This design comes from an exercise in tuning for small area, a short achievable clock period and few clock cycles per item on the open sky130 flow, not from production work. No functional check of the RTL was part of any run shown here. Power figures rest on the tool's default switching activity, not on a simulated workload.

==> design/flow/design.v <==
package cpuPkg;
	localparam int dataWidth = 16;
	localparam int regCount = 8;
	localparam int regIdxWidth = $clog2(regCount);
	typedef logic [dataWidth-1:0] wordT;
	typedef logic [regIdxWidth-1:0] regIdxT;
	localparam logic [4:0] opNop   = 5'd0;
	localparam logic [4:0] opAddu  = 5'd1;
	localparam logic [4:0] opSubu  = 5'd2;
	localparam logic [4:0] opAnd   = 5'd3;
	localparam logic [4:0] opOr    = 5'd4;
	localparam logic [4:0] opSlt   = 5'd5;
	localparam logic [4:0] opAddiu = 5'd6;
	localparam logic [4:0] opLi    = 5'd7;
	localparam logic [4:0] opLw    = 5'd8;
	localparam logic [4:0] opSw    = 5'd9;
	localparam logic [4:0] opBeqz  = 5'd10;
	localparam logic [4:0] opBnez  = 5'd11;
	localparam logic [4:0] opB     = 5'd12;
	localparam logic [4:0] opJr    = 5'd13;
endpackage
package pipePkg;
	typedef enum logic [2:0] {
		aluAdd   = 3'd0,
		aluSub   = 3'd1,
		aluAnd   = 3'd2,
		aluOr    = 3'd3,
		aluSlt   = 3'd4,
		aluPassB = 3'd5
	} aluOpT;
	typedef struct packed {
		aluOpT aluOp;
		logic  srcImm;
		logic  regWrite;
		logic  memRead;
		logic  memWrite;
		logic  branchZero;
		logic  branchNonZero;
		logic  jump;
		logic  jumpReg;
		logic  destIsRz;
		logic  destIsRy;
	} ctrlT;
endpackage
module pipeReg #(
	parameter int width = 1
) (
	input  logic             CLK,
	input  logic             RST,
	input  logic [width-1:0] d,
	output logic [width-1:0] q
);
	always_ff @(posedge CLK or negedge RST)
	begin
		if (!RST)
			q <= '0;
		else
			q <= d;
	end
endmodule
module instrDecoder (
	input  cpuPkg::wordT  instr,
	output pipePkg::ctrlT ctrl,
	output cpuPkg::wordT  imm
);
	logic [4:0] op;
	assign op = instr[15:11];
	always_comb
	begin
		ctrl = '0;
		imm = {{8{instr[7]}}, instr[7:0]};
		case (op)
			cpuPkg::opAddu,
			cpuPkg::opSubu,
			cpuPkg::opAnd,
			cpuPkg::opOr,
			cpuPkg::opSlt:
			begin
				ctrl.regWrite = 1'b1;
				ctrl.destIsRz = 1'b1;
				case (op)
					cpuPkg::opSubu: ctrl.aluOp = pipePkg::aluSub;
					cpuPkg::opAnd:  ctrl.aluOp = pipePkg::aluAnd;
					cpuPkg::opOr:   ctrl.aluOp = pipePkg::aluOr;
					cpuPkg::opSlt:  ctrl.aluOp = pipePkg::aluSlt;
					default:        ctrl.aluOp = pipePkg::aluAdd;
				endcase
			end
			cpuPkg::opAddiu:
			begin
				ctrl.regWrite = 1'b1;
				ctrl.srcImm = 1'b1;
			end
			cpuPkg::opLi:
			begin
				ctrl.aluOp = pipePkg::aluPassB;
				ctrl.regWrite = 1'b1;
				ctrl.srcImm = 1'b1;
				imm = {8'h00, instr[7:0]};
			end
			cpuPkg::opLw:
			begin
				ctrl.regWrite = 1'b1;
				ctrl.memRead = 1'b1;
				ctrl.srcImm = 1'b1;
				ctrl.destIsRy = 1'b1;
				imm = {{11{instr[4]}}, instr[4:0]};
			end
			cpuPkg::opSw:
			begin
				ctrl.memWrite = 1'b1;
				ctrl.srcImm = 1'b1;
				imm = {{11{instr[4]}}, instr[4:0]};
			end
			cpuPkg::opBeqz: ctrl.branchZero = 1'b1;
			cpuPkg::opBnez: ctrl.branchNonZero = 1'b1;
			cpuPkg::opB:
			begin
				ctrl.jump = 1'b1;
				imm = {{5{instr[10]}}, instr[10:0]};
			end
			cpuPkg::opJr: ctrl.jumpReg = 1'b1;
			default: ;
		endcase
	end
endmodule
module regFile (
	input  logic           CLK,
	input  logic           RST,
	input  cpuPkg::regIdxT rdA,
	input  cpuPkg::regIdxT rdB,
	output cpuPkg::wordT   valA,
	output cpuPkg::wordT   valB,
	input  logic           we,
	input  cpuPkg::regIdxT wAddr,
	input  cpuPkg::wordT   wData
);
	cpuPkg::wordT regs [cpuPkg::regCount];
	always_ff @(posedge CLK)
	begin
		for (int i = 0; i < cpuPkg::regCount; i++)
			if (!RST || (we && wAddr == cpuPkg::regIdxT'(i)))
				regs[i] <= RST ? wData : '0;
	end
	assign valA = regs[rdA];
	assign valB = regs[rdB];
endmodule
module hazardUnit (
	input  cpuPkg::regIdxT rx,
	input  cpuPkg::regIdxT ry,
	input  logic           memWrites,
	input  cpuPkg::regIdxT memDest,
	output logic           fwdA,
	output logic           fwdB
);
	assign fwdA = memWrites && memDest == rx;
	assign fwdB = memWrites && memDest == ry;
endmodule
module executeStage (
	input  pipePkg::ctrlT ctrl,
	input  cpuPkg::wordT  pc,
	input  cpuPkg::wordT  imm,
	input  cpuPkg::wordT  opA,
	input  cpuPkg::wordT  opB,
	output cpuPkg::wordT  aluResult,
	output cpuPkg::wordT  nextPc
);
	cpuPkg::wordT aluB;
	cpuPkg::wordT addB;
	cpuPkg::wordT sum;
	logic         sub;
	logic         less;
	assign aluB = ctrl.srcImm ? imm : opB;
	assign sub = ctrl.aluOp == pipePkg::aluSub || ctrl.aluOp == pipePkg::aluSlt;
	assign addB = aluB ^ {16{sub}};
	logic [15:0] gen [5];
	logic [15:0] prop [5];
	always_comb
	begin
		gen[0] = opA & addB;
		prop[0] = opA ^ addB;
		gen[0][0] = (opA[0] & addB[0]) | (prop[0][0] & sub);
		for (int l = 0; l < 4; l++)
			for (int i = 0; i < 16; i++)
				if (i >= (1 << l))
				begin
					gen[l+1][i] = gen[l][i] | (prop[l][i] & gen[l][i - (1 << l)]);
					prop[l+1][i] = prop[l][i] & prop[l][i - (1 << l)];
				end
				else
				begin
					gen[l+1][i] = gen[l][i];
					prop[l+1][i] = prop[l][i];
				end
		sum = prop[0] ^ {gen[4][14:0], sub};
	end
	assign less = (opA[15] ^ aluB[15]) ? opA[15] : sum[15];
	always_comb
	begin
		case (ctrl.aluOp)
			pipePkg::aluAnd:   aluResult = opA & aluB;
			pipePkg::aluOr:    aluResult = opA | aluB;
			pipePkg::aluSlt:   aluResult = {15'd0, less};
			pipePkg::aluPassB: aluResult = aluB;
			default:           aluResult = sum;
		endcase
	end
	logic taken;
	assign taken = ctrl.jump || (ctrl.branchZero && opA == '0) ||
		(ctrl.branchNonZero && opA != '0);
	assign nextPc = ctrl.jumpReg ? opA : (taken ? pc + 16'd1 + imm : pc + 16'd1);
endmodule
module pipelineCpu (
	input  logic           CLK,
	input  logic           RST,
	output cpuPkg::wordT   imemAddr,
	input  cpuPkg::wordT   imemData,
	output cpuPkg::wordT   dmemAddr,
	output cpuPkg::wordT   dmemWData,
	output logic           dmemRead,
	output logic           dmemWrite,
	input  cpuPkg::wordT   dmemRData,
	output logic           wbValid,
	output cpuPkg::regIdxT wbReg,
	output cpuPkg::wordT   wbData
);
	cpuPkg::wordT   pc;
	cpuPkg::wordT   nextPc;
	pipePkg::ctrlT  ctrl;
	cpuPkg::wordT   imm;
	cpuPkg::regIdxT rx;
	cpuPkg::regIdxT ry;
	cpuPkg::regIdxT dest;
	cpuPkg::wordT   valA;
	cpuPkg::wordT   valB;
	cpuPkg::wordT   opA;
	cpuPkg::wordT   opB;
	logic           fwdA;
	logic           fwdB;
	cpuPkg::wordT   aluResult;
	logic [2:0]     memFlags;
	logic           memRegWrite;
	logic           memRead;
	logic           memWrite;
	cpuPkg::regIdxT memDest;
	cpuPkg::wordT   memAlu;
	cpuPkg::wordT   memStore;
	cpuPkg::wordT   memResult;
	cpuPkg::regIdxT wbDest;
	cpuPkg::wordT   wbResult;
	always_ff @(posedge CLK or negedge RST)
	begin
		if (!RST)
			pc <= '0;
		else
			pc <= nextPc;
	end
	assign imemAddr = pc;
	assign rx = imemData[10:8];
	assign ry = imemData[7:5];
	instrDecoder decoder (.instr(imemData), .ctrl(ctrl), .imm(imm));
	assign dest = ctrl.destIsRz ? imemData[4:2] : (ctrl.destIsRy ? ry : rx);
	regFile regs (.CLK(CLK), .RST(RST), .rdA(rx), .rdB(ry), .valA(valA), .valB(valB),
		.we(memRegWrite), .wAddr(memDest), .wData(memResult));
	hazardUnit hazard (.rx(rx), .ry(ry), .memWrites(memRegWrite), .memDest(memDest),
		.fwdA(fwdA), .fwdB(fwdB));
	assign opA = fwdA ? memResult : valA;
	assign opB = fwdB ? memResult : valB;
	executeStage execute (.ctrl(ctrl), .pc(pc), .imm(imm), .opA(opA), .opB(opB),
		.aluResult(aluResult), .nextPc(nextPc));
	pipeReg #(.width(3)) memFlagReg (.CLK(CLK), .RST(RST),
		.d({ctrl.regWrite, ctrl.memRead, ctrl.memWrite}), .q(memFlags));
	assign {memRegWrite, memRead, memWrite} = memFlags;
	always_ff @(posedge CLK)
	begin
		memDest <= dest;
		memAlu <= aluResult;
		memStore <= opB;
	end
	assign dmemAddr = memAlu;
	assign dmemWData = memStore;
	assign dmemRead = memRead;
	assign dmemWrite = memWrite;
	assign memResult = memRead ? dmemRData : memAlu;
	pipeReg #(.width(1)) wbFlagReg (.CLK(CLK), .RST(RST), .d(memRegWrite), .q(wbValid));
	always_ff @(posedge CLK)
	begin
		wbDest <= memDest;
		wbResult <= memResult;
	end
	assign wbReg = wbDest;
	assign wbData = wbResult;
endmodule
==> design/flow/flow/run.sh <==
#!/bin/bash
# standard layout, with port buffers of a small plain buffer cell
export BUFFER_PORTS_ARGS="-buffer_cell sky130_fd_sc_hd__buf_1"
bash standard.sh > standard.log 2>&1
==> design/flow/standard.sh <==
#!/bin/bash
# synth_recipe.tcl (not shown) runs the flow's synth.tcl, then flattens the netlist and writes it again
# the make line also repeats each setting of config.mk as NAME=value (left out here)
make -C /OpenROAD-flow-scripts/flow DESIGN_CONFIG=/design/flow/config.mk WORK_HOME=/design/flow/orfs CLKGATE_MAP_FILE= SYNTH_SCRIPT=/design/flow/synth_recipe.tcl "${@:-finish}"
==> design/flow/config.mk <==
export PLATFORM = sky130hd
export DESIGN_NAME = pipelineCpu
export DESIGN_NICKNAME = pipelineCpu
export VERILOG_FILES = /design/flow/design.v
export SDC_FILE = /design/flow/constraint.sdc
export NUM_CORES = 4
export LEC_CHECK = 0
export ABC_CLOCK_PERIOD_IN_PS = 2500
export CAP_MARGIN = 20
export CORE_MARGIN = 2
export CORE_UTILIZATION = 40
export SETUP_SLACK_MARGIN = 2.0
export SLEW_MARGIN = 20
==> design/flow/constraint.sdc <==
create_clock -name core_clock -period 6.2 [get_ports {CLK}]
set_input_delay 1.2400 -clock core_clock [delete_from_list [all_inputs] [get_ports {CLK}]]
set_output_delay 1.2400 -clock core_clock [all_outputs]
set_load 0.01 [all_outputs]
==> run summary, run 1 <==
Result of the run -> complete, no violations
Endpoints failing setup -> 0
Crit path DAT -> 4.51 ns
CP Class -> input port to register
CP Capture Type -> register
# H-tree levels -> 1
Post-Route Utilization -> 0.4908
Pin slew with the least headroom to its limit -> 0.9847 ns
Fin nets -> 1258
I/O pins -> 104
Dpl cells -> 1513
Drt drc -> 0
Diodes inserted -> 0
Number of global-route vias before repair -> 8627
Yosys warns -> 9
Peak supply drop -> 0.0002911 V
Via/cell ratio -> 5.874
Die width -> 172.3 um
Count of final max-slew check failures -> 0
Mapped cell area -> 0.01133 mm2
Core area -> 0.02786 mm2
DRT Pass-1 Iters -> 6
CP Data Required Time -> 6.62 ns
Critical Path Start Type -> input port
Mux contribution to synthesized area -> 0.1014
Fin crit share -> 0.6608
GR Util met1 -> 0.3200
Crit path largest cell delay -> 0.36 ns
Setup Total Neg Slack -> 0 ns
DRT antenna net count -> 0
Most used cell, CP -> a21oi_2
Synth Register Bits -> 202
Root Buffer -> clkbuf_16
GR met3 Demand/Resource -> 0.03777
Seq/Total Area, Yosys -> 0.4787
Compound-gate portion of the synthesized area -> 0.1768
GR Util All Layers -> 0.2371
Global placement routability congestion -> 0.9570
Max-Cap Viols -> 0
Via Count -> 9316
Pre-CTS setup slack -> 0.9967 ns
Clk buf depth -> 3
Post-synthesis xor/xnor area fraction -> 0.04792
Synth-to-layout area growth -> 20.66%
Clk slew on worst S/H paths -> 0.06 ns
Synth cell types -> 79
Worst-path cell chain -> clkbuf_16 -> buf_12 -> buf_4 -> mux2i_1 -> a21oi_1 -> o221ai_2 -> a21oi_2 -> mux2i_1 -> xor2_1 -> ha_1 -> a21o_1 -> a21oi_2 -> o21bai_1 -> a21oi_2 -> o21bai_2 -> a21oi_2 -> a21oi_2 -> a21oi_2 -> xor2_1 -> o22ai_1
Layout cell share with drive strength beyond 1 -> 0.1821
Initial Util -> 0.4068
Routed wire length -> 36.61 mm
Post-Syn Area per Cell -> 10.78 um2
EDFF count, synth -> 128
Clk sinks -> 202
Worst hold path class -> register to register
Routed len/inst -> 23.08 um
Iteration-0 DRC Markers -> 825
Fin cells -> 1586
Top Usage Layer GRT -> met2
Max FO, Critical Path -> 8
Die H -> 172.3 um
Fraction of registers with async set or reset after synthesis -> 0.09901
Post-synth net total -> 1119
Final WS setup -> 2.103 ns
Peak Freq -> 244.1 MHz
IO Port Bufs -> 103
HPWL after DPL -> 25.48 mm
Buf/Inv on CP -> 3
Cell row count -> 61
Top cell family by delay on the critical path -> compound AO/OA/AOI/OAI gates
RSZ-0062 raised after global routing -> true
M2 GR Usage -> 0.3868
Die footprint -> 0.02969 mm2
CTS tree -> done
Main synth FF type -> edfxtp_1
Slowest-stage cell, CP -> ha_1
Clock latency at the later pin of the worst-skew pair -> 0.54 ns
Antenna violations before repair -> 1
Synth Area in Simple Gates -> 0.1191
Final Hold Vio Count -> 0
Post-Layout Inst Area -> 0.01367 mm2
Synth Area in Adders -> 0.03886
PwrDens -> 407.1 mW/mm2
GR Overflow Total -> 0
Pleak -> 5.246 nW
Placed inst area -> 0.01226 mm2
Cells after Synth -> 1051
Main combinational cell family by area after synthesis -> compound AO/OA/AOI/OAI gates
Layout Skew -> 0.01117 ns
Total CTS buffers -> 24
Min Tclk post-route -> 4.097 ns
Largest net degree at the start of global routing -> 45
Slew HR -> 0.3435
Global-route wire length before repair -> 52.45 mm
==> registers in the layout (all words and copies together), names as in the netlist <==
| signal | flops |
|---|---|
| pc | 16 |
| memFlagReg.q | 3 |
| memStore | 16 |
| regs.regs | 128 |
| wbResult | 16 |
| memDest | 3 |
| memAlu | 16 |
| wbFlagReg.q | 1 |
| wbDest | 3 |
==> synthesized netlist by cell type (11+ instances only) <==
master,instances,area [um2]
dfrtp_1,20,500.5
mux2i_1,42,420.4
clkbuf_1,25,93.84
a211oi_1,16,120.1
and3_1,14,87.58
nand2b_1,24,150.1
buf_2,19,95.09
inv_1,30,112.6
o221ai_1,19,166.4
o21ai_0,44,220.2
nor2_1,76,285.3
xnor2_1,34,297.8
a21o_1,11,82.58
nor2b_1,12,75.07
nand3_1,31,155.2
xor2_1,28,245.2
mux2_2,23,259.0
mux4_2,17,382.9
nand2_1,54,202.7
nor3_1,12,60.06
dfxtp_1,54,1081
a21oi_1,94,470.5
and2_1,18,112.6
o21bai_1,12,90.09
ha_1,32,400.4
o211ai_1,11,82.58
edfxtp_1,128,3844
o22ai_1,23,143.9
==> power by group <==
part,total [mW],switching [mW],internal (mW)
sequential,2.06,0.203,1.86
clock,1.39,0.585,0.809
combinational,2.11,1.25,0.866
==> worst paths after layout <==
kind | start | to | slack (ns) | cells after the start
max | imemData[5] | memAlu[14] | 2.10 | 20
min | memDest[2] | wbDest[2] | 0.45 | 0
max reg2reg | memFlagReg.q[1] | memAlu[14] | 2.18 | 17
min reg2reg | memDest[2] | wbDest[2] | 0.45 | 0
max in group asynchronous | RST | pc[10] | 4.98 | 2
min in group asynchronous | RST | pc[1] | 0.81 | 2
==> cells by family (layout without fill, tap and decap cells) <==
logic type / after synthesis / count (layout)
AO/OA/AOI/OAI: 304 / 304
AND/OR/NAND/NOR: 273 / 273
flip-flops: 202 / 202
buffers and inverters: 89 / 246
multiplexers: 87 / 87
XOR/XNOR: 62 / 62
adder cells (fa/ha/maj): 34 / 34
==> repair_timing <==
action                     4_1_cts  5_1_grt
gates cloned                     1        4
setup buffers                    5       19
hold buffers                     0        0
setup endpoints to repair       15       13
pin swaps                        4       16
resized for setup               34       43
==> layer usage <==
layer	share of wire	vias to the layer above
met5	0	-
met4	0.038	0
met3	0.082	79
met2	0.46	423
met1	0.42	4551
li1	-	4263
==> per-stage QoR <==
step / hold WS [ns] / power, mW
5_1_grt: 0.4775 / 5.868
2_1_floorplan: 0.3290 / 3.412
3_3_place_gp: 0.4322 / 4.047
6_report: 0.4519 / 5.566
4_1_cts: 0.4499 / 5.508
3_5_place_dp: 0.4349 / 4.065
==> layout make-up <==
class / count / area, um2
inverters: 33 / 127.6
well taps: 378 / 473.0
flip-flops and latches: 202 / 5425
fillers: 2515 / 14180
multi-input cells: 760 / 5708
clock inverters: 15 / 147.6
clock buffers: 29 / 659.4
repair buffers: 169 / 1132
==> cell usage in the layout, fill, tap and decap left out, drive strengths merged, types with 7 or more instances in the layout <==
cell type / count
and3: 14
a211oi: 16
ha: 32
o221ai: 19
dfrtp: 20
and2: 18
xor2: 28
inv: 33
a21o: 11
nand2b: 24
nor3: 12
nand2: 54
nor2: 77
or2: 7
o211ai: 11
xnor2: 34
mux2: 26
a21oi: 94
o22ai: 23
mux4: 18
mux2i: 43
dfxtp: 54
nor2b: 12
clkinv: 8
clkbuf: 41
buf: 156
o21a: 8
a221oi: 9
o21bai: 12
o21ai: 56
edfxtp: 128
nand3: 31
==> run 2: changes to the inputs <==
--- a/design/flow/design.v
+++ b/design/flow/design.v
@@ -144,4 +144,12 @@
 	end
-	assign valA = regs[rdA];
-	assign valB = regs[rdB];
+	always_comb
+	begin
+		valA = '0;
+		valB = '0;
+		for (int i = 0; i < cpuPkg::regCount; i++)
+		begin
+			valA |= regs[i] & {cpuPkg::dataWidth{rdA == cpuPkg::regIdxT'(i)}};
+			valB |= regs[i] & {cpuPkg::dataWidth{rdB == cpuPkg::regIdxT'(i)}};
+		end
+	end
 endmodule
==> design/flow/flow/run.sh (replaced) <==
#!/bin/bash
# standard layout, with port buffers of a small plain buffer cell
export BUFFER_PORTS_ARGS="-buffer_cell sky130_fd_sc_hd__buf_2"
bash standard.sh > standard.log 2>&1
==> run summary, run 2 <==
Result of the run -> complete, no violations
Core area -> 0.02786 mm2 (unchanged)
Most common cell after layout, fill and taps aside -> edfxtp_1
Crit path largest cell delay -> 0.36 ns (about the same)
Post-Route Utilization -> 0.4999 (+0.009073)
Min Tclk post-route -> 4.137 ns (+0.04018 ns)
Most used cell, CP -> a21o_1
Post-synth top area share -> 0.3396 (+0.0004125)
GR Overflow Total -> 0 (unchanged)
Post-synthesis xor/xnor area fraction -> 0.04875 (+0.0008321)
Peak supply drop -> 0.0001885 V (-35%)
Synth-to-layout area growth -> 23.04%
Pin slew with the least headroom to its limit -> 1.012 ns (+0.02689 ns)
Fin crit share -> 0.6672 (+0.006481)
Number of global-route vias before repair -> 8725 (+1.1%)
Die H -> 172.2 um (about the same)
Synth Area in Adders -> 0.03891 (+0.00004726)
Crit path DAT -> 4.55 ns (+0.04 ns)
Yosys warns -> 9 (unchanged)
Main combinational cell family by area after synthesis -> compound AO/OA/AOI/OAI gates
Iteration-0 DRC Markers -> 586 (-29%)
Initial Util -> 0.4063 (-0.0004940)
CP Data Required Time -> 6.61 ns (about the same)
Global-route wire length before repair -> 51.17 mm (-2.4%)
Largest Register -> regs.regs
EDFF count, synth -> 128 (unchanged)
R2R Path End -> memAlu[15]
Max reg flops -> 128 (unchanged)
Reg2Reg Setup Slack -> 2.39 ns (+0.21 ns)
Clock latency at the later pin of the worst-skew pair -> 0.52 ns (-0.02 ns)
WL met1 -> 14.13 mm (-9.1%)
Drt drc -> 0 (unchanged)
Via Count -> 8887 (-4.6%)
Count of final max-slew check failures -> 0 (unchanged)
HPWL after DPL -> 24.17 mm (-5.1%)
Top sig layer -> met4
Max-Cap Viols -> 0 (unchanged)
Fin cells -> 1537 (-3.1%)
Routed len/inst -> 22.58 um (-2.2%)
Hold Path Stages -> 0 (unchanged)
RSZ-0062 raised after global routing -> true
Layout Skew -> 0.01952 ns (+0.008342 ns)
Max FO, Critical Path -> 21 (+13)
Mux contribution to synthesized area -> 0.1362 (+0.03483)
Layout cell share with drive strength beyond 1 -> 0.3011 (+0.1190)
Synth area leaders -> edfxtp_1 (34%), dfxtp_1 (9.6%), mux4_2 (6.6%)
Pre-CTS setup slack -> 0.7451 ns (-0.2516 ns)
Mapped cell area -> 0.01132 mm2 (-0.12%)
Total CTS buffers -> 23 (-4.2%)
Post-synth net total -> 1076 (-3.8%)
CP Class -> input port to register
Synth Register Bits -> 202 (unchanged)
IO Port Bufs -> 103 (unchanged)
Wire length on met3 -> 1.984 mm (-34%)
Placed inst area -> 0.01229 mm2 (+0.21%)
Die width -> 172.2 um (about the same)
Post-synth top cells -> edfxtp_1 (128), nor2_1 (83), a21oi_1 (77)
Seq/Total Area, Yosys -> 0.4793 (+0.0005822)
Cells after Synth -> 1008 (-4.1%)
Peak Freq -> 241.7 MHz (-0.97%)
Slowest-stage cell, CP -> a2111oi_4
Fraction of registers with async set or reset after synthesis -> 0.09901 (unchanged)
Cell taking the most area after synthesis -> edfxtp_1
Diodes inserted -> 0 (unchanged)
Slew HR -> 0.3215 (-0.02198)
Final WS setup -> 2.063 ns (-0.04018 ns)
Most frequent cell after synthesis -> edfxtp_1
GR Util All Layers -> 0.2314 (-0.005668)
Antenna violations before repair -> 0 (-1)
Reg2reg path depth -> 16 (-1)
Hold endpoint -> wbDest[2]
R2r startpoint -> memDest[0]
Met2 wire len -> 17.15 mm (+2.8%)
Compound-gate portion of the synthesized area -> 0.1445 (-0.03229)
Worst-path cell chain -> buf_12 -> xnor2_1 -> and4_4 -> buf_4 -> a2111oi_4 -> a21oi_2 -> a21oi_2 -> xnor2_2 -> ha_1 -> a21o_1 -> a21o_1 -> a21o_1 -> a21oi_1 -> o21ai_1 -> o22ai_2 -> xnor2_1 -> a221o_1
DRT Pass-1 Iters -> 5 (-1)
PwrDens -> 419.8 mW/mm2 (+3.1%)
Most frequent cells in the layout -> edfxtp_1 (128), buf_2 (96), nor2_1 (76)
Die footprint -> 0.02966 mm2 (-0.12%)
Main synth FF type -> edfxtp_1
Hold Buf Count CTS -> 0 (unchanged)
CP Capture Type -> register
Post-Syn Area per Cell -> 11.23 um2 (+4.1%)
I/O pins -> 104 (unchanged)
Hold Startpoint -> memDest[2]
Worst hold path class -> register to register
Synth cell types -> 72 (-8.9%)
Clk sinks -> 202 (unchanged)
CTS tree -> done
Via/cell ratio -> 5.782 (-1.6%)
# H-tree levels -> 1 (unchanged)
DRT antenna net count -> 0 (unchanged)
Cell row count -> 61 (unchanged)
Synth Area in Simple Gates -> 0.1159 (-0.003282)
Clk slew on worst S/H paths -> 0.06 ns (about the same)
Root Buffer -> clkbuf_16
Critical Path Start Type -> input port
Post-Layout Inst Area -> 0.01393 mm2 (+1.8%)
Endpoints failing setup -> 0 (unchanged)
Setup Total Neg Slack -> 0 ns (unchanged)
Routed wire length -> 34.71 mm (-5.2%)
Dpl cells -> 1455 (-3.8%)
Fin nets -> 1210 (-3.8%)
Largest net degree at the start of global routing -> 45 (unchanged)
Clk buf depth -> 3 (unchanged)
Pleak -> 5.611 nW (+7.0%)
Final Hold Vio Count -> 0 (unchanged)
Global placement routability congestion -> 0.8793 (-8.1%)
## run 2: changes by cell type in the layout (fill, tap and decap cells not counted), moves of 13 or more
cell	delta
a211oi_1	-14
a21oi_1	-17
buf_1	-91
buf_2	+94
mux4_2	+16
nand2b_1	-13
nand3_1	-13
o22ai_1	-20
xor2_1	-13
## run 2: cell families (layout without fill, tap and decap cells)
logic type               after synthesis  after routing
flip-flops                           202            202
AND/OR/NAND/NOR                      269            269
XOR/XNOR                              63             63
buffers and inverters                 82            233
AO/OA/AOI/OAI                        249            249
multiplexers                         109            109
adder cells (fa/ha/maj)               34             34
## run 2: area by class of cell
cell class | count | area (um2)
Clock buffer | 27 | 600.6
Timing Repair Buffer | 171 | 1280
Inverter | 20 | 75.07
Multi-Input combinational cell | 724 | 5858
Fill cell | 2491 | 13930
Sequential cell | 202 | 5426
Tap cell | 378 | 473.0
Clock inverter | 15 | 212.7
## run 2: report_power, final
group          internal, mW  switching (mW)  leakage (nW)
sequential             1.86           0.222          2.00
combinational          1.02            1.29          3.21
clock                 0.903           0.550         0.403
## run 2: routing by layer
| layer | vias up | global-route usage |
|---|---|---|
| li1 | 4072 | - |
| met1 | 4375 | 0.2878 |
| met2 | 359 | 0.3960 |
| met3 | 81 | 0.03479 |
| met4 | 0 | 0.1103 |
| met5 | - | 0 |
## run 2: worst max path at each step
stage	from	end	slack (ns)	cells past startpoint
3_3_place_gp	imemData[7]	memAlu[15]	0.84	19
4_1_cts	imemData[5]	memAlu[15]	2.00	15
2_1_floorplan	imemData[7]	memAlu[14]	1.62	22
5_1_grt	imemData[7]	memAlu[12]	1.92	17
3_5_place_dp	imemData[7]	memAlu[15]	0.75	19
6_report	imemData[5]	memAlu[15]	2.06	17
## run 2: critical path, delay by kind of cell
kind,cells,cell delay (ns)
XOR/XNOR,3,0.40
adder cells (fa/ha/maj),1,0.27
buffers and inverters,2,0.33
AO/OA/AOI/OAI,10,2.01
AND/OR/NAND/NOR,1,0.25
## run 2: timing repair
action,CTS,global route
hold endpoints to repair,0,0
gates cloned,2,1
setup buffers,14,23
resized for setup,59,52
endpoints found under the setup margin,28,23
pin swaps,19,22
## run 2: per-stage QoR
step	power, mW	hold slack [ns]
floorplan	3.544	0.3258
global placement	4.220	0.4450
detailed placement	4.238	0.4341
CTS	5.771	0.4560
global route	6.174	0.4829
finish	5.846	0.4570
==> run 3: changes to the inputs <==
==> design/flow/flow/run.sh (replaced) <==
#!/bin/bash
# standard layout, with port buffers of a small plain buffer cell
export BUFFER_PORTS_ARGS="-buffer_cell sky130_fd_sc_hd__buf_1"
bash standard.sh > standard.log 2>&1
--- a/design/flow/config.mk
+++ b/design/flow/config.mk
@@ -7,3 +7,3 @@
 export LEC_CHECK = 0
-export ABC_CLOCK_PERIOD_IN_PS = 2500
+export ABC_AREA = 1
 export CAP_MARGIN = 20
@@ -11,2 +11,4 @@
 export CORE_UTILIZATION = 40
+export CTS_BUF_LIST = sky130_fd_sc_hd__clkbuf_8
+export CTS_CLUSTER_SIZE = 30
 export SETUP_SLACK_MARGIN = 2.0
==> run summary, run 3 <==
Peak Freq -> 244.4 MHz (+1.1%)
Synth area leaders -> edfxtp_1 (34%), dfxtp_1 (9.5%), nand2_1 (8.4%)
Min Tclk post-route -> 4.092 ns (-0.04445 ns)
Worst-path cell chain -> buf_1 -> buf_6 -> buf_4 -> nand3_4 -> o22ai_2 -> a2111oi_4 -> a41oi_2 -> nand2_1 -> nand2_1 -> xor2_2 -> fa_2 -> nand3_1 -> nand2_2 -> a31oi_4 -> o21ai_2 -> nand2_1 -> nand2_1 -> a21oi_2 -> o21ai_0 -> xor2_1 -> nand2_1 -> nand3_1
Routed wire length -> 40.00 mm (+15%)
Hold Buf Count CTS -> 0 (unchanged)
Synth cell types -> 53 (-26%)
HPWL after DPL -> 28.13 mm (+16%)
Largest net degree at the start of global routing -> 34 (-24%)
Clk buf depth -> 3 (unchanged)
Global placement routability congestion -> 0.9713 (+10%)
GR Util All Layers -> 0.2667 (+0.03531)
Mapped cell area -> 0.01134 mm2 (+0.22%)
DRT antenna net count -> 0 (unchanged)
Routed len/inst -> 20.82 um (-7.8%)
Main synth FF type -> edfxtp_1
Critical Path Start Type -> input port
Reg area -> 0.005426 mm2 (unchanged)
# H-tree levels -> 2 (+1)
Crit path DAT -> 4.53 ns (-0.02 ns)
Layout Skew -> 0.02687 ns (+0.007354 ns)
Die footprint -> 0.02972 mm2 (+0.22%)
IO Port Bufs -> 103 (unchanged)
CP Capture Type -> register
Most frequent cells in the layout -> nand2_1 (247), inv_1 (242), edfxtp_1 (128)
Global-route wire length before repair -> 58.79 mm (+15%)
Via/cell ratio -> 5.552 (-4.0%)
Total CTS buffers -> 38 (+65%)
Cell taking the most area after synthesis -> edfxtp_1
Number of global-route vias before repair -> 9973 (+14%)
GR Overflow Total -> 0 (unchanged)
PwrDens -> 408.7 mW/mm2 (-2.7%)
DRT Pass-1 Iters -> 7 (+2)
Cells after Synth -> 1355 (+34%)
Iteration-0 DRC Markers -> 1260 (+120%)
Antenna violations before repair -> 0 (unchanged)
Int Pwr -> 3.394 mW (-10%)
Post-synth top cells -> nand2_1 (253), inv_1 (232), edfxtp_1 (128)
Clk sinks -> 202 (unchanged)
RSZ-0062 raised after global routing -> true
Fin cells -> 1921 (+25%)
Comb pwr share -> 0.376 (-0.019)
Post-Route Utilization -> 0.4879 (-0.01199)
Crit path largest cell delay -> 0.38 ns (+0.02 ns)
Initial Util -> 0.4072 (+0.0008983)
Post-Syn Area per Cell -> 8.371 um2 (-25%)
Final WS setup -> 2.108 ns (+0.04445 ns)
Peak supply drop -> 0.0002860 V (+52%)
Clk slew on worst S/H paths -> 0.06 ns (about the same)
Most frequent cell after synthesis -> nand2_1
R2r startpoint -> memFlagReg.q[1]
Net switching power -> 2.160 mW (+4.7%)
Pleak -> 6.068 nW (+8.2%)
Via Count -> 10670 (+20%)
Seq/Total Area, Yosys -> 0.4783 (-0.001057)
Tot Pwr -> 5.555 mW (-5.0%)
Sw Share -> 0.3889 (+0.03600)
Yosys warns -> 9 (unchanged)
Drt drc -> 0 (unchanged)
CTS tree -> done
Slowest-stage cell, CP -> fa_2
Most common cell after layout, fill and taps aside -> nand2_1
Setup Total Neg Slack -> 0 ns (unchanged)
Synth Register Bits -> 202 (unchanged)
Final Hold Vio Count -> 0 (unchanged)
Hold Startpoint -> memDest[2]
Clock power share -> 0.254 (+0.005)
CP Class -> input port to register
Count of final max-slew check failures -> 0 (unchanged)
Core area -> 0.02786 mm2 (unchanged)
Root Buffer -> clkbuf_8
Fin nets -> 1581 (+31%)
Part of the power in registers -> 0.370 (+0.013)
Hold_ws -> 0.4381 ns (-0.01884 ns)
Max-Cap Viols -> 0 (unchanged)
Post-synth net total -> 1423 (+32%)
Endpoints failing setup -> 0 (unchanged)
Die H -> 172.4 um (+0.11%)
Worst setup startpoint -> imemData[7]
Worst hold path class -> register to register
Diodes inserted -> 0 (unchanged)
Area of the multi-input gates -> 0.005067 mm2 (-13%)
Max FO, Critical Path -> 13 (-38%)
Placed inst area -> 0.01218 mm2 (-0.84%)
Layout cell share with drive strength beyond 1 -> 0.1212 (-0.1799)
Clock latency at the later pin of the worst-skew pair -> 0.57 ns (+0.05 ns)
Die width -> 172.4 um (+0.11%)
CP Data Required Time -> 6.64 ns (+0.03 ns)
EDFF count, synth -> 128 (unchanged)
Result of the run -> complete, no violations
Max reg flops -> 128 (unchanged)
Slew HR -> 0.2809 (-0.04063)
Cell row count -> 61 (unchanged)
Fraction of registers with async set or reset after synthesis -> 0.09901 (unchanged)
Fin crit share -> 0.6601 (-0.007169)
Pre-CTS setup slack -> 0.7859 ns (+0.04086 ns)
Synth-to-layout area growth -> 19.82%
Most used cell, CP -> nand2_1
Fillcell total -> 2719 (+9.2%)
Post-Layout Inst Area -> 0.01359 mm2 (-2.4%)
I/O pins -> 104 (unchanged)
Pin slew with the least headroom to its limit -> 1.070 ns (+0.05880 ns)
Post-synth top area share -> 0.3388 (-0.0007492)
Dpl cells -> 1823 (+25%)
Largest Register -> regs.regs
run 3: final cells by class:
type                    count  area share
multi-input cells         875      0.3728
flip-flops and latches    202      0.3992
clock inverters            26     0.01694
repair inverters            1   0.0005523
inverters                 242     0.06969
clock buffers              44     0.04455
well taps                 378     0.03480
repair buffers            153     0.06140
run 3: kinds of logic after synthesis:
family                   count (synthesis)  synth area share
adder cells (fa/ha/maj)                 34           0.03883
buffers and inverters                  278            0.1015
XOR/XNOR                                47           0.03761
flip-flops                             202            0.4783
AND/OR/NAND/NOR                        483            0.1831
AO/OA/AOI/OAI                          311            0.1607
run 3: layer usage:
layer / routed length, um / share of wire / global-route usage
met5: 0 / 0 / 0.01043
met4: 1581 / 0.040 / 0.1045
met3: 3978 / 0.099 / 0.05379
met2: 17260 / 0.43 / 0.4012
met1: 17180 / 0.43 / 0.3759
run 3: power groups by stage:
stage	combinational, mW	sequential (mW)	clock [mW]
after floorplan	1.23	2.10	0
after global placement	1.94	2.06	0
after detailed placement	1.93	2.07	0
after CTS	1.97	2.05	1.43
after global routing	2.32	2.09	1.49
final	2.09	2.06	1.41
run 3: final timing paths:
path	endpoint	slack, ns	cells past startpoint
worst max-delay path	memAlu[12]	2.11	22
worst min-delay path	wbDest[2]	0.44	0
worst max register to register	memAlu[12]	2.40	18
worst min register to register	wbDest[2]	0.44	0
max in group asynchronous	memFlagReg.q[1]	5.21	2
min in group asynchronous	pc[7]	0.69	2
run 3: what timing repair did:
item / CTS / global route
cloned: 1 / 0
resized for setup: 41 / 55
buffers inserted: 4 / 23
pin swaps: 1 / 16
endpoints found under the setup margin: 12 / 9
run 3: worst max-delay path: cells and delay by family:
family	cells	cell delay (ns)
XOR/XNOR	2	0.33
AND/OR/NAND/NOR	9	0.94
buffers and inverters	3	0.37
adder cells (fa/ha/maj)	1	0.38
AO/OA/AOI/OAI	7	1.27
==> run 4: changes to the inputs <==
--- a/design/flow/config.mk
+++ b/design/flow/config.mk
@@ -13,3 +13,3 @@
 export CTS_CLUSTER_SIZE = 30
-export SETUP_SLACK_MARGIN = 2.0
+export SETUP_SLACK_MARGIN = 2.5
 export SLEW_MARGIN = 20
==> run summary, run 4 <==
Result of the run -> complete, no violations
R2R Path End -> memAlu[10]
HPWL after DPL -> 28.80 mm (+2.4%)
Crit path largest cell delay -> 0.34 ns (-0.04 ns)
Max FO, Critical Path -> 7 (-6)
RSZ-0062 raised after global routing -> true
Peak supply drop -> 0.0002154 V (-25%)
PwrDens -> 394.2 mW/mm2 (-3.5%)
Initial Util -> 0.4072 (unchanged)
Routed len/inst -> 21.44 um (+3.0%)
IO Port Bufs -> 103 (unchanged)
Endpoints failing setup -> 0 (unchanged)
Min Tclk post-route -> 4.053 ns (-0.03935 ns)
Final Hold Vio Count -> 0 (unchanged)
Die H -> 172.4 um (unchanged)
Post-Route Utilization -> 0.5303 (+0.04240)
EDFF count, synth -> 128 (unchanged)
GR Util All Layers -> 0.2854 (+0.01871)
Max reg flops -> 128 (unchanged)
Setup Total Neg Slack -> 0 ns (unchanged)
Core area -> 0.02786 mm2 (unchanged)
Slew HR -> 0.2724 (-0.008508)
I/O pins -> 104 (unchanged)
Antenna violations before repair -> 1 (+1)
Worst-path cell chain -> buf_6 -> buf_6 -> clkinvlp_4 -> nand3_4 -> clkinvlp_4 -> a221oi_2 -> o2111ai_2 -> o21ai_2 -> nand2_1 -> o21ai_2 -> xnor2_1 -> ha_1 -> a21oi_2 -> nand2_2 -> a31oi_4 -> o21ai_2 -> nand2_1 -> nand2_1 -> a21oi_2 -> buf_4 -> xnor2_2 -> nand2_1 -> o211ai_1
GR Util met1 -> 0.3826 (+0.006724)
Fin nets -> 1673 (+5.8%)
DRT Pass-1 Iters -> 5 (-2)
Placed inst area -> 0.01229 mm2 (+0.90%)
DRT antenna net count -> 0 (unchanged)
Count of final max-slew check failures -> 0 (unchanged)
Iteration-0 DRC Markers -> 1444 (+15%)
Hold endpoint -> wbDest[2]
Top cell family by delay on the critical path -> compound AO/OA/AOI/OAI gates
GR Overflow Total -> 0 (unchanged)
Global-route wire length before repair -> 61.97 mm (+5.4%)
CP Capture Type -> register
CP Class -> input port to register
Pleak -> 6.591 nW (+8.6%)
Diodes inserted -> 0 (unchanged)
Synth Register Bits -> 202 (unchanged)
CTS tree -> done
Synth cell types -> 53 (unchanged)
Peak Freq -> 246.7 MHz (+0.97%)
Reg2reg path depth -> 18 (unchanged)
Critical Path Start Type -> input port
Layout cell share with drive strength beyond 1 -> 0.2254 (+0.1042)
Most common cell after layout, fill and taps aside -> inv_1
Post-Syn Area per Cell -> 8.371 um2 (unchanged)
Clk sinks -> 202 (unchanged)
Most frequent cells in the layout -> inv_1 (236), nand2_1 (227), edfxtp_1 (128)
Clk slew on worst S/H paths -> 0.06 ns (about the same)
Fin crit share -> 0.6537 (-0.006347)
Most frequent cell after synthesis -> nand2_1
Total CTS buffers -> 37 (-2.6%)
Cell taking the most area after synthesis -> edfxtp_1
Drt drc -> 0 (unchanged)
Reg2Reg Setup Slack -> 2.52 ns (+0.12 ns)
Global placement routability congestion -> 0.9529 (-1.9%)
Mapped cell area -> 0.01134 mm2 (unchanged)
Pin slew with the least headroom to its limit -> 1.083 ns (+0.01266 ns)
Slowest-stage cell, CP -> a221oi_2
Main synth FF type -> edfxtp_1
Worst hold path class -> register to register
Via/cell ratio -> 5.573 (+0.37%)
Seq/Total Area, Yosys -> 0.4783 (unchanged)
Cells after Synth -> 1355 (unchanged)
Layout Skew -> 0.03153 ns (+0.004659 ns)
M2 GR Usage -> 0.4296 (+0.02835)
Post-synth net total -> 1423 (unchanged)
Post-Layout Inst Area -> 0.01477 mm2 (+8.7%)
Fraction of registers with async set or reset after synthesis -> 0.09901 (unchanged)
Area of the multi-input gates -> 0.005567 mm2 (+9.9%)
Max-Cap Viols -> 0 (unchanged)
Most used cell, CP -> nand2_1
Top Usage Layer GRT -> met2
Buf/Inv on CP -> 5 (+2)
CP Data Required Time -> 6.67 ns (+0.03 ns)
Clk buf depth -> 3 (unchanged)
Clock latency at the later pin of the worst-skew pair -> 0.58 ns (about the same)
Hold Path Stages -> 0 (unchanged)
Synth-to-layout area growth -> 30.23%
Routed wire length -> 43.11 mm (+7.8%)
Via Count -> 11210 (+5.1%)
Die width -> 172.4 um (unchanged)
Post-synth top cells -> nand2_1 (253), inv_1 (232), edfxtp_1 (128)
Die footprint -> 0.02972 mm2 (unchanged)
Largest Register -> regs.regs
Reg area -> 0.005425 mm2 (about the same)
Crit path DAT -> 4.52 ns (about the same)
R2r startpoint -> memFlagReg.q[1]
Post-synth top area share -> 0.3388 (unchanged)
Fillcell total -> 2606 (-4.2%)
# H-tree levels -> 2 (unchanged)
Hold Buf Count CTS -> 0 (unchanged)
Yosys warns -> 9 (unchanged)
Hold Startpoint -> memDest[2]
Cell row count -> 61 (unchanged)
GR met3 Demand/Resource -> 0.08446 (+0.03067)
Synth area leaders -> edfxtp_1 (34%), dfxtp_1 (9.5%), nand2_1 (8.4%)
Number of global-route vias before repair -> 10410 (+4.4%)
Largest net degree at the start of global routing -> 30 (-12%)
Root Buffer -> clkbuf_8
## run 4: cell counts after synthesis
No cell type changed its count.
## run 4: repair_timing
| action | in CTS | in global routing |
|---|---|---|
| cloned | 1 | 1 |
| buffers inserted | 81 | 39 |
| hold endpoints to repair | 0 | 0 |
| gates resized for setup | 102 | 110 |
| pin swaps | 51 | 58 |
| setup endpoints to repair | 32 | 31 |
## run 4: per-stage QoR
stage	instances	setup WS, ns	power, mW	hold slack, ns
4_1_cts	1971	2.310	5.582	0.4363
5_1_grt	2011	1.983	6.178	0.4579
3_5_place_dp	1822	0.7993	4.054	0.4242
2_1_floorplan	1355	2.215	3.362	0.3763
3_3_place_gp	1822	0.8423	4.060	0.4250
6_report	2011	2.147	5.824	0.4463
## run 4: kinds of logic after synthesis
kind of cell               synth area share
adders and majority gates           0.03883
AOI/OAI and AO/OA                    0.1607
and+or+nand+nor                      0.1831
DFF                                  0.4783
xor gates and xnor gates            0.03761
buffers and inverters                0.1015
## run 4: per-layer routing
metal / vias to the layer above / wire (um)
met5: - / 10
met4: 2 / 1595
met3: 114 / 4877
met2: 696 / 18720
met1: 5286 / 17900
li1: 5109 / -
## run 4: worst reg2reg max path, cell delays in order, from the launching register on
cell and delay, ns:
dfrtp_1 0.46, buf_4 0.26, o21ai_0 0.59, inv_1 0.23, o21ai_2 0.22, o21ai_2 0.11
xor2_1 0.15, ha_1 0.28, a21oi_2 0.17, nand2_2 0.09, a31oi_4 0.21, o21ai_2 0.10
nand2_1 0.08, nand2_1 0.06, a21oi_2 0.17, buf_4 0.14, xnor2_2 0.10, nand2_1 0.06
o211ai_1 0.10
## run 4: final cells by class
class                      count  area share
tap                          378     0.03201
timing repair buffer         246      0.1076
clock buffer                  41     0.03820
clock inverter                26     0.01220
sequential                   202      0.3672
inverter                     242     0.06589
multi-input combinational    876      0.3768
## run 4: how the worst max path moves through the flow
stage,from,end,slack (ns),depth (start not counted)
after detailed placement,imemData[5],memAlu[12],0.80,25
after floorplan,imemData[6],memAlu[12],2.22,21
after global routing,imemData[6],memAlu[10],1.98,23
after CTS,imemData[6],memAlu[13],2.31,21
after global placement,imemData[5],memAlu[0],0.84,21
final,imemData[6],memAlu[10],2.15,23
## run 4: where the power goes
part	total [mW]	internal (mW)	switching [mW]
sequential	2.05	1.86	0.196
clock	1.28	0.667	0.612
combinational	2.49	0.949	1.54

what the ideal ports hide:
The results above use ideal ports. As a check the final layouts listed here were re-extracted and re-timed, cells and wires unchanged. Step 1 assumes that a clkbuf_16 drives the clock port and a buf_2 every other input. Step 2, shift: input delay + t, output delay - t, t = (earliest + latest rising clock arrival at the registers) / 2. This alone moves slack from input paths to output paths. Slacks: no drivers / after step 1 / after step 2; pairs: no drivers / after step 1.
run	t (ns)	setup WS [ns]	worst setup path at the end	latest minus earliest clock arrival (ns)	worst register clock-pin slew, ns
run 1	0.578	2.103 / 2.007 / 1.429	input to register	0.012 / 0.012	0.06 / 0.06
run 2	0.560	2.063 / 1.993 / 1.433	input to register	0.020 / 0.019	0.06 / 0.06
run 3	0.597	2.108 / 2.123 / 1.526	input to register	0.028 / 0.028	0.07 / 0.07
run 4	0.605	2.147 / 2.151 / 1.546	input to register	0.033 / 0.033	0.07 / 0.07
After both steps every run listed still meets setup and hold. The setup slack of run 1, which loses most, moves by -0.096 ns with the drivers and by -0.674 ns with both steps.
